Background: an optimization exercise with open tools, aiming at small area, a short achievable clock period and few clock cycles per item. Do not read the settings as production practice.
Power and IR drop assume default switching activity.

Setup of run A:
==> flow/design.v <==
package aup_pkg;
    localparam int CHAN_W   = 8;
    localparam int N_STAGE  = 8;
endpackage
module aup_lane (
    input  logic       i_clk,
    input  logic [7:0] i_chan,
    input  logic [7:0] i_alpha_s0,    
    input  logic [7:0] i_alpha_s1,    
    input  logic [7:0] i_alpha_s2,    
    input  logic [7:0] i_alpha_s3,    
    input  logic [7:0] i_alpha_s4,    
    input  logic [7:0] i_alpha_s5,    
    input  logic [7:0] i_alpha_s6,    
    input  logic [7:0] i_alpha_s7,    
    output logic       o_over,         
    output logic [7:0] o_q             
);
    function automatic logic [8:0] div_step(input logic [7:0] rem, input logic dbit,
                                            input logic [7:0] dvs);
        logic [8:0] ext;
        logic [8:0] dif;
        ext = {rem, dbit};
        dif = ext - {1'b0, dvs};
        div_step = dif[8] ? {1'b0, ext[7:0]} : {1'b1, dif[7:0]};
    endfunction
    logic [7:0] r_hi;
    logic       r_cz;
    always_ff @(posedge i_clk) begin
        r_hi <= i_chan - {7'd0, (i_chan != 8'd0)};
        r_cz <= (i_chan == 8'd0);
    end
    logic [7:0] r_rem1, r_sh1;
    logic       r_ov1;
    logic [7:0] r_rem2, r_sh2;
    logic       r_ov2;
    logic [7:0] r_rem3, r_sh3;
    logic       r_ov3;
    logic [7:0] r_rem4, r_sh4;
    logic       r_ov4;
    logic [7:0] r_rem5, r_sh5;
    logic       r_ov5;
    logic [7:0] r_rem6, r_sh6;
    logic       r_ov6;
    logic [7:0] r_rem7, r_sh7;
    logic       r_ov7;
    logic [7:0] w_rem1, w_sh1;
    logic       w_ov1;
    always_comb begin
        logic [8:0] st;
        w_rem1 = r_hi;
        w_sh1  = (~r_hi & {8{~r_cz}});
        st = div_step(w_rem1, w_sh1[7], i_alpha_s0);
        w_rem1 = st[7:0];
        w_sh1  = {w_sh1[6:0], st[8]};
    end
    assign w_ov1 = (r_hi >= i_alpha_s0);
    always_ff @(posedge i_clk) begin
        r_rem1 <= w_rem1;
        r_sh1  <= w_sh1;
        r_ov1  <= w_ov1;
    end
    logic [7:0] w_rem2, w_sh2;
    logic       w_ov2;
    always_comb begin
        logic [8:0] st;
        w_rem2 = r_rem1;
        w_sh2  = r_sh1;
        st = div_step(w_rem2, w_sh2[7], i_alpha_s1);
        w_rem2 = st[7:0];
        w_sh2  = {w_sh2[6:0], st[8]};
    end
    assign w_ov2 = r_ov1;
    always_ff @(posedge i_clk) begin
        r_rem2 <= w_rem2;
        r_sh2  <= w_sh2;
        r_ov2  <= w_ov2;
    end
    logic [7:0] w_rem3, w_sh3;
    logic       w_ov3;
    always_comb begin
        logic [8:0] st;
        w_rem3 = r_rem2;
        w_sh3  = r_sh2;
        st = div_step(w_rem3, w_sh3[7], i_alpha_s2);
        w_rem3 = st[7:0];
        w_sh3  = {w_sh3[6:0], st[8]};
    end
    assign w_ov3 = r_ov2;
    always_ff @(posedge i_clk) begin
        r_rem3 <= w_rem3;
        r_sh3  <= w_sh3;
        r_ov3  <= w_ov3;
    end
    logic [7:0] w_rem4, w_sh4;
    logic       w_ov4;
    always_comb begin
        logic [8:0] st;
        w_rem4 = r_rem3;
        w_sh4  = r_sh3;
        st = div_step(w_rem4, w_sh4[7], i_alpha_s3);
        w_rem4 = st[7:0];
        w_sh4  = {w_sh4[6:0], st[8]};
    end
    assign w_ov4 = r_ov3;
    always_ff @(posedge i_clk) begin
        r_rem4 <= w_rem4;
        r_sh4  <= w_sh4;
        r_ov4  <= w_ov4;
    end
    logic [7:0] w_rem5, w_sh5;
    logic       w_ov5;
    always_comb begin
        logic [8:0] st;
        w_rem5 = r_rem4;
        w_sh5  = r_sh4;
        st = div_step(w_rem5, w_sh5[7], i_alpha_s4);
        w_rem5 = st[7:0];
        w_sh5  = {w_sh5[6:0], st[8]};
    end
    assign w_ov5 = r_ov4;
    always_ff @(posedge i_clk) begin
        r_rem5 <= w_rem5;
        r_sh5  <= w_sh5;
        r_ov5  <= w_ov5;
    end
    logic [7:0] w_rem6, w_sh6;
    logic       w_ov6;
    always_comb begin
        logic [8:0] st;
        w_rem6 = r_rem5;
        w_sh6  = r_sh5;
        st = div_step(w_rem6, w_sh6[7], i_alpha_s5);
        w_rem6 = st[7:0];
        w_sh6  = {w_sh6[6:0], st[8]};
    end
    assign w_ov6 = r_ov5;
    always_ff @(posedge i_clk) begin
        r_rem6 <= w_rem6;
        r_sh6  <= w_sh6;
        r_ov6  <= w_ov6;
    end
    logic [7:0] w_rem7, w_sh7;
    logic       w_ov7;
    always_comb begin
        logic [8:0] st;
        w_rem7 = r_rem6;
        w_sh7  = r_sh6;
        st = div_step(w_rem7, w_sh7[7], i_alpha_s6);
        w_rem7 = st[7:0];
        w_sh7  = {w_sh7[6:0], st[8]};
    end
    assign w_ov7 = r_ov6;
    always_ff @(posedge i_clk) begin
        r_rem7 <= w_rem7;
        r_sh7  <= w_sh7;
        r_ov7  <= w_ov7;
    end
    logic [7:0] w_rem8, w_sh8;
    logic       w_ov8;
    always_comb begin
        logic [8:0] st;
        w_rem8 = r_rem7;
        w_sh8  = r_sh7;
        st = div_step(w_rem8, w_sh8[7], i_alpha_s7);
        w_rem8 = st[7:0];
        w_sh8  = {w_sh8[6:0], st[8]};
    end
    assign w_ov8 = r_ov7;
    assign o_q    = w_sh8;
    assign o_over = w_ov8;
endmodule
module aup_merge (
    input  logic [7:0] i_q,
    input  logic       i_zero,
    input  logic       i_over,
    output logic [7:0] o_chan
);
    assign o_chan = i_zero ? 8'd0 : (i_over ? 8'd255 : i_q);
endmodule
import aup_pkg::*;
module argb_unpremultiply (
    input  logic                             i_clk,
    input  logic                             i_rst_n,
    input  logic                             start,
    output logic                             busy,
    input  logic [aup_pkg::CHAN_W-1:0]       i_in_blue,
    input  logic [aup_pkg::CHAN_W-1:0]       i_in_green,
    input  logic [aup_pkg::CHAN_W-1:0]       i_in_red,
    input  logic [aup_pkg::CHAN_W-1:0]       i_in_alpha,
    output logic                             o_strobe,
    output logic [aup_pkg::CHAN_W-1:0]       o_out_red,
    output logic [aup_pkg::CHAN_W-1:0]       o_out_green,
    output logic [aup_pkg::CHAN_W-1:0]       o_out_blue,
    output logic [aup_pkg::CHAN_W-1:0]       o_out_alpha,
    output logic                             o_bad_premul
);
    logic [N_STAGE:0]                r_vld;
    logic [N_STAGE-1:0][CHAN_W-1:0]  r_alpha;
    logic [7:0] w_q_red, w_q_green, w_q_blue;
    logic [7:0] w_c_red, w_c_green, w_c_blue;
    logic       w_ov_red, w_ov_green, w_ov_blue;
    logic       w_zero;
    assign busy = 1'b0;
    always_ff @(posedge i_clk) begin
        if (!i_rst_n) begin
            r_vld <= '0;
        end else begin
            r_vld <= {r_vld[N_STAGE-1:0], start};
        end
    end
    always_ff @(posedge i_clk) begin
        r_alpha[0] <= i_in_alpha;
        for (int k = 1; k < N_STAGE; k++) begin
            r_alpha[k] <= r_alpha[k-1];
        end
    end
    aup_lane u_red (
        .i_clk   (i_clk),
        .i_chan  (i_in_red),
        .i_alpha_s0 (r_alpha[0]),
        .i_alpha_s1 (r_alpha[1]),
        .i_alpha_s2 (r_alpha[2]),
        .i_alpha_s3 (r_alpha[3]),
        .i_alpha_s4 (r_alpha[4]),
        .i_alpha_s5 (r_alpha[5]),
        .i_alpha_s6 (r_alpha[6]),
        .i_alpha_s7 (r_alpha[7]),
        .o_over  (w_ov_red),
        .o_q     (w_q_red)
    );
    aup_lane u_green (
        .i_clk   (i_clk),
        .i_chan  (i_in_green),
        .i_alpha_s0 (r_alpha[0]),
        .i_alpha_s1 (r_alpha[1]),
        .i_alpha_s2 (r_alpha[2]),
        .i_alpha_s3 (r_alpha[3]),
        .i_alpha_s4 (r_alpha[4]),
        .i_alpha_s5 (r_alpha[5]),
        .i_alpha_s6 (r_alpha[6]),
        .i_alpha_s7 (r_alpha[7]),
        .o_over  (w_ov_green),
        .o_q     (w_q_green)
    );
    aup_lane u_blue (
        .i_clk   (i_clk),
        .i_chan  (i_in_blue),
        .i_alpha_s0 (r_alpha[0]),
        .i_alpha_s1 (r_alpha[1]),
        .i_alpha_s2 (r_alpha[2]),
        .i_alpha_s3 (r_alpha[3]),
        .i_alpha_s4 (r_alpha[4]),
        .i_alpha_s5 (r_alpha[5]),
        .i_alpha_s6 (r_alpha[6]),
        .i_alpha_s7 (r_alpha[7]),
        .o_over  (w_ov_blue),
        .o_q     (w_q_blue)
    );
    assign w_zero = (r_alpha[N_STAGE-1] == '0);
    aup_merge u_m_red   (.i_q(w_q_red),   .i_zero(w_zero), .i_over(w_ov_red),   .o_chan(w_c_red));
    aup_merge u_m_green (.i_q(w_q_green), .i_zero(w_zero), .i_over(w_ov_green), .o_chan(w_c_green));
    aup_merge u_m_blue  (.i_q(w_q_blue),  .i_zero(w_zero), .i_over(w_ov_blue),  .o_chan(w_c_blue));
    always_ff @(posedge i_clk) begin
        o_out_red    <= w_c_red;
        o_out_green  <= w_c_green;
        o_out_blue   <= w_c_blue;
        o_out_alpha  <= r_alpha[N_STAGE-1];
        o_bad_premul <= ~w_zero & (w_ov_red | w_ov_green | w_ov_blue);
    end
    assign o_strobe = r_vld[N_STAGE];
endmodule
export LEC_CHECK = 0
export CAP_MARGIN = 20
export CORE_MARGIN = 2
export CORE_UTILIZATION = 40
export SETUP_SLACK_MARGIN = 2.9
export SLEW_MARGIN = 20
create_clock -name core_clock -period 4.5 [get_ports {i_clk}]
standard.sh (not shown) runs the stock make flow with config.mk's settings and CLKGATE_MAP_FILE= SYNTH_SCRIPT=/design/flow/synth_recipe.tcl, a recipe that flattens the netlist after the stock synthesis.
==> flow/flow/run.sh <==
#!/bin/bash
# The standard layout, with two synthesis changes: adders are left to ABC
# (no fa/ha cell mapping), and ABC maps for delay with flow/abc.script.
set -euo pipefail
export MY_ABC_SCRIPT=$PWD/flow/abc.script
bash standard.sh ADDER_MAP_FILE= SYNTH_SCRIPT=$PWD/flow/my_synth.tcl finish > standard_flow.log 2>&1
==> flow/flow/abc.script <==
strash
dch
map -D 900
topo
stime -c
buffer -c
upsize -c
dnsize -c
==> flow/flow/my_synth.tcl <==
# The standard flow's synthesis script (synth_recipe.tcl), with ABC run on flow/abc.script
proc synth {args} { yosys synth -nofsm -noshare {*}$args }
proc abc {args} {
  set i [lsearch -exact $args -script]
  if { $i >= 0 } { lset args [expr {$i + 1}] $::env(MY_ABC_SCRIPT) }
  yosys abc {*}$args
}
source $::env(SCRIPTS_DIR)/synth.tcl
# left out here: clear keep_hierarchy, flatten, clean up, hide names made inside functions, write 1_2_yosys.v
## Diff of input files: run B against run A
- a change of SETUP_SLACK_MARGIN from 2.9 to 2.8
- an added ABC_CLOCK_PERIOD_IN_PS of 1700
==> flow/run.sh (new file) <==
#!/bin/bash
# synth_recipe.tcl (not shown) runs the flow's synth.tcl, then flattens the netlist and writes it again
# the make line also repeats each setting of config.mk as NAME=value (left out here)
make -C /OpenROAD-flow-scripts/flow DESIGN_CONFIG=/design/flow/config.mk WORK_HOME=/design/flow/orfs CLKGATE_MAP_FILE= SYNTH_SCRIPT=/design/flow/synth_recipe.tcl finish
removed: flow/flow/run.sh
removed: flow/flow/abc.script
removed: flow/flow/my_synth.tcl
removed: flow/standard.sh
Results
- Later-pin clock latency in the skew report delta for run B relative to run A: 0.02 ns lower
- Count of clock-buffer cells in the layout in run B is 16% higher than in run A
- The start-to-end type of the worst setup path comes out flop to output pin in one run and flop to flop in the other, namely in run A and run B respectively.
- From run A to run B the numbers moved as follows: overall power now smaller; maximum number of pins on one net before global-route repair now smaller; area after synthesis now larger.
- When run B is set beside run A, its area growth from synthesis to layout turns out to be 20 points smaller.
- Compared with run A, in run B final net count moved down; count of plain and timing-repair buffers lost 53.
Here is what was changed in the inputs of run C compared with run B.
- swapping 2.8 for 2.6 in SETUP_SLACK_MARGIN
- clearing ABC_CLOCK_PERIOD_IN_PS, which used to be 1700
==> flow/flow/run.sh (new file) <==
#!/bin/bash
# The standard layout, with two synthesis changes: adders are left to ABC
# (no fa/ha cell mapping), and ABC maps for delay with flow/abc.script.
set -euo pipefail
export MY_ABC_SCRIPT=$PWD/flow/abc.script
bash standard.sh ADDER_MAP_FILE= SYNTH_SCRIPT=$PWD/flow/my_synth.tcl finish > standard_flow.log 2>&1
==> flow/flow/abc.script (new file) <==
strash
dch
map -D 900
topo
stime -c
buffer -c
upsize -c
dnsize -c
==> flow/flow/my_synth.tcl (new file) <==
# The standard flow's synthesis script (synth_recipe.tcl), with ABC run on flow/abc.script
proc synth {args} { yosys synth -nofsm -noshare {*}$args }
proc abc {args} {
  set i [lsearch -exact $args -script]
  if { $i >= 0 } { lset args [expr {$i + 1}] $::env(MY_ABC_SCRIPT) }
  yosys abc {*}$args
}
source $::env(SCRIPTS_DIR)/synth.tcl
# left out here: clear keep_hierarchy, flatten, clean up, hide names made inside functions, write 1_2_yosys.v
==> flow/standard.sh (new file) <==
#!/bin/bash
# synth_recipe.tcl (not shown) runs the flow's synth.tcl, then flattens the netlist and writes it again
# the make line also repeats each setting of config.mk as NAME=value (left out here)
make -C /OpenROAD-flow-scripts/flow DESIGN_CONFIG=/design/flow/config.mk WORK_HOME=/design/flow/orfs CLKGATE_MAP_FILE= SYNTH_SCRIPT=/design/flow/synth_recipe.tcl "${@:-finish}"
removed: flow/run.sh
[summary]
Compared run C vs run B, and synthesis-to-layout area growth is down in run C.
Run C vs run B on number of cells produced by synthesis: run C is the higher one.
What run B reported for power of the clock network has to be multiplied by 1.10 to get the figure for run C.
flop to output pin as the type of the worst setup path was reported by run C, and flop to flop by run B.
Run C ends up with a part of the total power dissipated in the clock network that is 5.4 points higher than in run B.
Run B → run C: total design power fell by 14%, filler cell count in the final layout rose by about 13%.
Setup changes, run C to run D
-- flow/flow/abc.script --
<<< run C, line 3
map -D 900
>>> run D, line 3
map -D 1200
### Flow results
- Re summed area of non-filler cells in the final layout: run C and run D aren't equal, and the higher value belongs to run D.
- Higher clock share of power was reported by run C, not run D.
- On starting utilization of the core area, run C and run D are basically level.
- Cmp run D vs run C: overall die height lower in run D
- On internal power contribution: run D sits above run C.
- The higher number of iterations in the first detailed-routing pass came out of run D.
- The run showing the greater average wire length per cell after detail routing is run C.
- The worst hold slack after final layout was comparable across run C and run D.
- Re sum of met2 wire segment lengths after detailed routing: run C was higher than run D.
- Looking at total design power across both flows, run D is the weaker of the two, with run C ahead.
No functional check of the RTL was part of any run of this note.

## port drivers added, routing unchanged
How much do the figures lean on ideal ports? The routed layouts below were timed once more, with nothing changed but the port constraints.
Step 1, drivers: a clkbuf_16 drives i_clk and a buf_2 each remaining input, both assumed.
Step 2 adds t to the input delays and takes it off the output delays; t is the mean of the earliest and latest rising clock arrival at the registers after step 1. Input paths then give back, and output paths get back, about the clock's delay inside the block.
a / b / c = ideal / step 1 / step 2; a / b = the first two.
run	t (ns)	setup WS [ns]	hold slack, ns	worst register clock-pin slew, ns	worst data-port slew with drivers (ns)
run A	0.675	2.547 / 2.486 / 2.312	0.313 / 0.313 / 0.313	0.06 / 0.06	0.03
run B	0.649	2.116 / 2.116 / 1.891	0.321 / 0.321 / 0.321	0.06 / 0.06	0.05
run C	0.668	2.542 / 2.482 / 1.994	0.319 / 0.319 / 0.319	0.07 / 0.07	0.06
run D	0.653	2.510 / 2.505 / 2.007	0.321 / 0.321 / 0.321	0.07 / 0.07	0.04
After both steps setup and hold are still met in every run listed. For run C, which loses most, drivers alone change the setup slack by -0.060 ns; drivers and shift together by -0.548 ns.
